What follows belongs to an exercise in optimizing a design on an open flow for small area, a short achievable clock period and few clock cycles; a production flow would make more cautious choices.
Power is estimated from default activity; no workload was simulated.

## job 5079
==> flow/design.v <==
module transpose_pingpong #(
  parameter  int VALUE_WIDTH     = 17,
  parameter  int N               = 8,
  localparam int AXIS_DATA_WIDTH = 8 * ((VALUE_WIDTH - 1) / 8 + 1)
) (
  input  logic                       i_clk,
  input  logic                       i_aresetn,
  input  logic                       i_axis_TVALID,
  output logic                       o_axis_TREADY,
  input  logic [AXIS_DATA_WIDTH-1:0] i_axis_TDATA,
  input  logic                       i_axis_TLAST,
  output logic                       o_axis_TVALID,
  input  logic                       i_axis_TREADY,
  output logic [AXIS_DATA_WIDTH-1:0] o_axis_TDATA,
  output logic                       o_axis_TLAST,
  output logic                       o_tlast_err
);
  localparam int VW    = VALUE_WIDTH;
  localparam int DEPTH = N * N;        
  localparam int AW    = $clog2(DEPTH);
  localparam int D1   = 7;
  localparam int D2   = 14;
  localparam int D3   = 28;
  localparam int TAIL = DEPTH - 3 - D1 - D2 - D3;    
  logic pad_unused;
  assign pad_unused = ^i_axis_TDATA;
  logic [AW-1:0] c1, c2;
  logic          fpar;        
  logic          fp1, fp2;    
  logic          s1, s2, s3;  
  logic [AW-1:0] q1, q2, q3;
  assign q1 = c1 - AW'(1);
  assign q2 = c1 - AW'(D1 + 2);
  assign q3 = c1 - AW'(D1 + D2 + 3);
  logic [VW-1:0] ring_in;
  logic [VW-1:0] p0, p1, p2;
  logic [VW-1:0] b1 [D1];
  logic [VW-1:0] b2 [D2];
  logic [VW-1:0] b3 [D3];
  logic [VW-1:0] tl [TAIL];
  logic [VW-1:0] y1, y2, y3;
  logic [VW-1:0] ring_out;    
  logic [VW-1:0] ring_next;   
  assign y1 = s1 ? p0 : b1[D1-1];
  assign y2 = s2 ? p1 : b2[D2-1];
  assign y3 = s3 ? p2 : b3[D3-1];
  assign ring_out  = tl[TAIL-1];
  assign ring_next = tl[TAIL-2];
  always_ff @(posedge i_clk) begin
    p0    <= ring_in;
    b1[0] <= s1 ? b1[D1-1] : p0;
    for (int i = 1; i < D1; i++) b1[i] <= b1[i-1];
    p1    <= y1;
    b2[0] <= s2 ? b2[D2-1] : p1;
    for (int i = 1; i < D2; i++) b2[i] <= b2[i-1];
    p2    <= y2;
    b3[0] <= s3 ? b3[D3-1] : p2;
    for (int i = 1; i < D3; i++) b3[i] <= b3[i-1];
    tl[0] <= y3;
    for (int i = 1; i < TAIL; i++) tl[i] <= tl[i-1];
  end
  logic [AW-1:0] wp;          
  logic          wpar;        
  logic          have_out;    
  logic [AW-1:0] rp;          
  logic          rpar;        
  logic          ready_q;
  logic          accept;
  logic          load;
  logic          w_last;
  logic          r_last;
  logic [VW-1:0] o_value;
  logic          bn_q;        
  logic          eq_next;     
  logic          sink_free;
  logic          a_last;
  logic          x_next;
  logic [3:0]    rdy_case;    
  logic          ready_n;
  logic          bn_n;
  assign o_axis_TREADY = ready_q;
  assign ring_in   = ready_q ? i_axis_TDATA[VW-1:0] : ring_out;
  assign accept    = i_axis_TVALID && ready_q;
  assign w_last    = &wp;
  assign r_last    = &rp;
  assign sink_free = !o_axis_TVALID || i_axis_TREADY;
  assign a_last    = accept && w_last;
  assign load = (bn_q || a_last) && sink_free;
  assign x_next = have_out && (c2 == rp) && (fp2 == rpar);
  assign bn_n   = load ? !r_last : (x_next && !a_last);
  assign eq_next = (wp == c1);
  always_comb begin
    logic gone;
    logic lt, le, lt1;
    gone = have_out && r_last;
    lt   = (wp < rp);         
    le   = (wp <= rp);        
    lt1  = (wp + 1'b1 < rp);  
    rdy_case[0] = eq_next && (!have_out || lt) &&
                  ((wp == '0) ? (!have_out || (fp1 == rpar)) : (fp1 == wpar));
    rdy_case[1] = eq_next && (!have_out || gone || le) &&
                  ((wp == '0) ? (!have_out || gone || (fp1 == rpar)) : (fp1 == wpar));
    rdy_case[2] = !w_last && (!have_out || lt1);
    rdy_case[3] = w_last || !have_out || gone || lt;
  end
  assign ready_n = rdy_case[{accept, load}];
  always_ff @(posedge i_clk or negedge i_aresetn) begin
    if (!i_aresetn) begin
      c1          <= AW'(1);
      c2          <= AW'(2);
      fpar        <= 1'b0;
      fp1         <= 1'b0;
      fp2         <= 1'b0;
      s1          <= 1'b0;
      s2          <= 1'b0;
      s3          <= 1'b0;
      wp          <= '0;
      wpar        <= 1'b0;
      rp          <= '0;
      rpar        <= 1'b0;
      have_out    <= 1'b0;
      bn_q        <= 1'b0;
      ready_q     <= 1'b1;
      o_tlast_err <= 1'b0;
    end else begin
      c1          <= c2;
      c2          <= c2 + 1'b1;
      fpar        <= fp1;
      fp1         <= fp2;
      fp2         <= fp2 ^ (&c2);
      s1          <= q1[3] & ~q1[0];
      s2          <= q2[4] & ~q2[1];
      s3          <= q3[5] & ~q3[2];
      bn_q        <= bn_n;
      ready_q     <= ready_n;
      o_tlast_err <= accept && (i_axis_TLAST != w_last);
      if (accept) begin
        if (wp == '0) wpar <= fpar;
        wp <= wp + 1'b1;
      end
      if (a_last) begin
        have_out <= 1'b1;
        rpar     <= ~wpar;
        rp       <= AW'(load);
      end else if (load) begin
        rp <= rp + 1'b1;
        if (r_last) have_out <= 1'b0;
      end
    end
  end
  always_ff @(posedge i_clk) begin
    if (load) o_value <= ring_next;
  end
  always_ff @(posedge i_clk or negedge i_aresetn) begin
    if (!i_aresetn) begin
      o_axis_TVALID <= 1'b0;
      o_axis_TLAST  <= 1'b0;
    end else if (load) begin
      o_axis_TVALID <= 1'b1;
      o_axis_TLAST  <= r_last;
    end else if (i_axis_TREADY) begin
      o_axis_TVALID <= 1'b0;
      o_axis_TLAST  <= 1'b0;
    end
  end
  assign o_axis_TDATA = {{(AXIS_DATA_WIDTH - VW){o_value[VW-1]}}, o_value};
endmodule
Settings: LEC_CHECK=0, CAP_MARGIN=20, CORE_MARGIN=2, CORE_UTILIZATION=40, PLACE_DENSITY=0.6, SETUP_SLACK_MARGIN=1.9, SLEW_MARGIN=20; clock period 4.0 ns.
run.sh (not shown) runs the stock make flow with config.mk's settings and CLKGATE_MAP_FILE= SYNTH_SCRIPT=/design/flow/synth_recipe.tcl, a recipe that flattens the netlist after the stock synthesis.
The following lists how job 9483 was set up differently from job 5079:
Settings: changing CORE_UTILIZATION from 40 to 60; changing SETUP_SLACK_MARGIN from 1.9 to 2.0; changing PLACE_DENSITY from 0.6 to 0.75; setting CTS_BUF_LIST to sky130_fd_sc_hd__clkbuf_16 sky130_fd_sc_hd__clkbuf_8 for the first time; setting CTS_CLUSTER_SIZE to 30 for the first time; setting CTS_CLUSTER_DIAMETER to 60 for the first time.
Notes after the runs:
- Per the comparison of job 9483 with job 5079, number of H-tree levels saw a decrease, post-placement cell count saw a decrease, post-CTS repair timing setup buffer count saw an increase.
- Job 9483 ended with less met1 routed wirelength after detailed routing than job 5079.
- Reported for job 5079 and job 9483, simple logic cell fraction of the synthesized area turned out identical to the last digit.
- Compared with job 5079, job 9483 shows a higher final core utilization.
- NOTE: critical path depth in job 9483 falls short of that of job 5079
- Job 9483 vs job 5079 — final setup slack of the worst path rose 35 ps.
- First element of the critical path: ready_q -> job 9483, o_value[16] -> job 5079
- The run with more routed wire is job 9483, not job 5079.
- In job 9483, the number of vias in the routed layout came out 364 below the value in job 5079.
- Compared with job 5079, job 9483 shows number of global-route vias before repair lower by 547.
### job 9483 -> job 7134
Settings: a deleted CTS_BUF_LIST that had been sky130_fd_sc_hd__clkbuf_16 sky130_fd_sc_hd__clkbuf_8; a deleted CTS_CLUSTER_SIZE that had been 30; a deleted CTS_CLUSTER_DIAMETER that had been 60.
Findings:
Compare job 9483 and job 7134 | met3 track utilization from global routing higher: job 7134
Relative to job 9483, job 7134 degrades first-pass GRT wire length.
Summary of job 7134 over job 9483: count of non-CTS buffers in the layout has decreased, detailed-route via count now larger.
Re core utilization: job 7134 is 4.2 points up on job 9483.
Number of global-route vias before repair in job 7134 vs job 9483: up 1124
Taking job 9483 over job 7134, the overall power after layout ratio works out to 0.826.
Function was not checked in any run of this note: the RTL went through the layout flow alone.

[re-timing with driven ports]
In the flow no input, the clock included, has a driving cell. The finished layouts below were timed again as built, in two steps.
Step 1: set_driving_cell puts a clkbuf_16 on i_clk and a buf_2 on each other input, an assumption about the parent block.
Step 2 times the ports against the registers' clock, not the clock port: input delays grow and output delays shrink by t, the midpoint of the rising clock arrivals with the driver on.
Slacks: ideal / step 1 / step 2; pairs: ideal / step 1.
| run | shift t [ns] | setup WS [ns] | clock arrival spread, ns | slew at the worst register clock pin (ns) | worst data-port slew with drivers (ns) |
|---|---|---|---|---|---|
| job 5079 | 0.683 | 1.800 / 1.743 / 1.347 | 0.022 / 0.022 | 0.07 / 0.07 | 0.04 |
| job 9483 | 0.645 | 1.835 / 1.779 / 1.457 | 0.030 / 0.030 | 0.11 / 0.11 | 0.06 |
| job 7134 | 0.686 | 1.804 / 1.748 / 1.402 | 0.023 / 0.024 | 0.07 / 0.07 | 0.07 |
After both steps every run listed still meets setup and hold. The setup slack of job 5079, which loses most, moves by -0.057 ns with the drivers and by -0.453 ns with both steps.
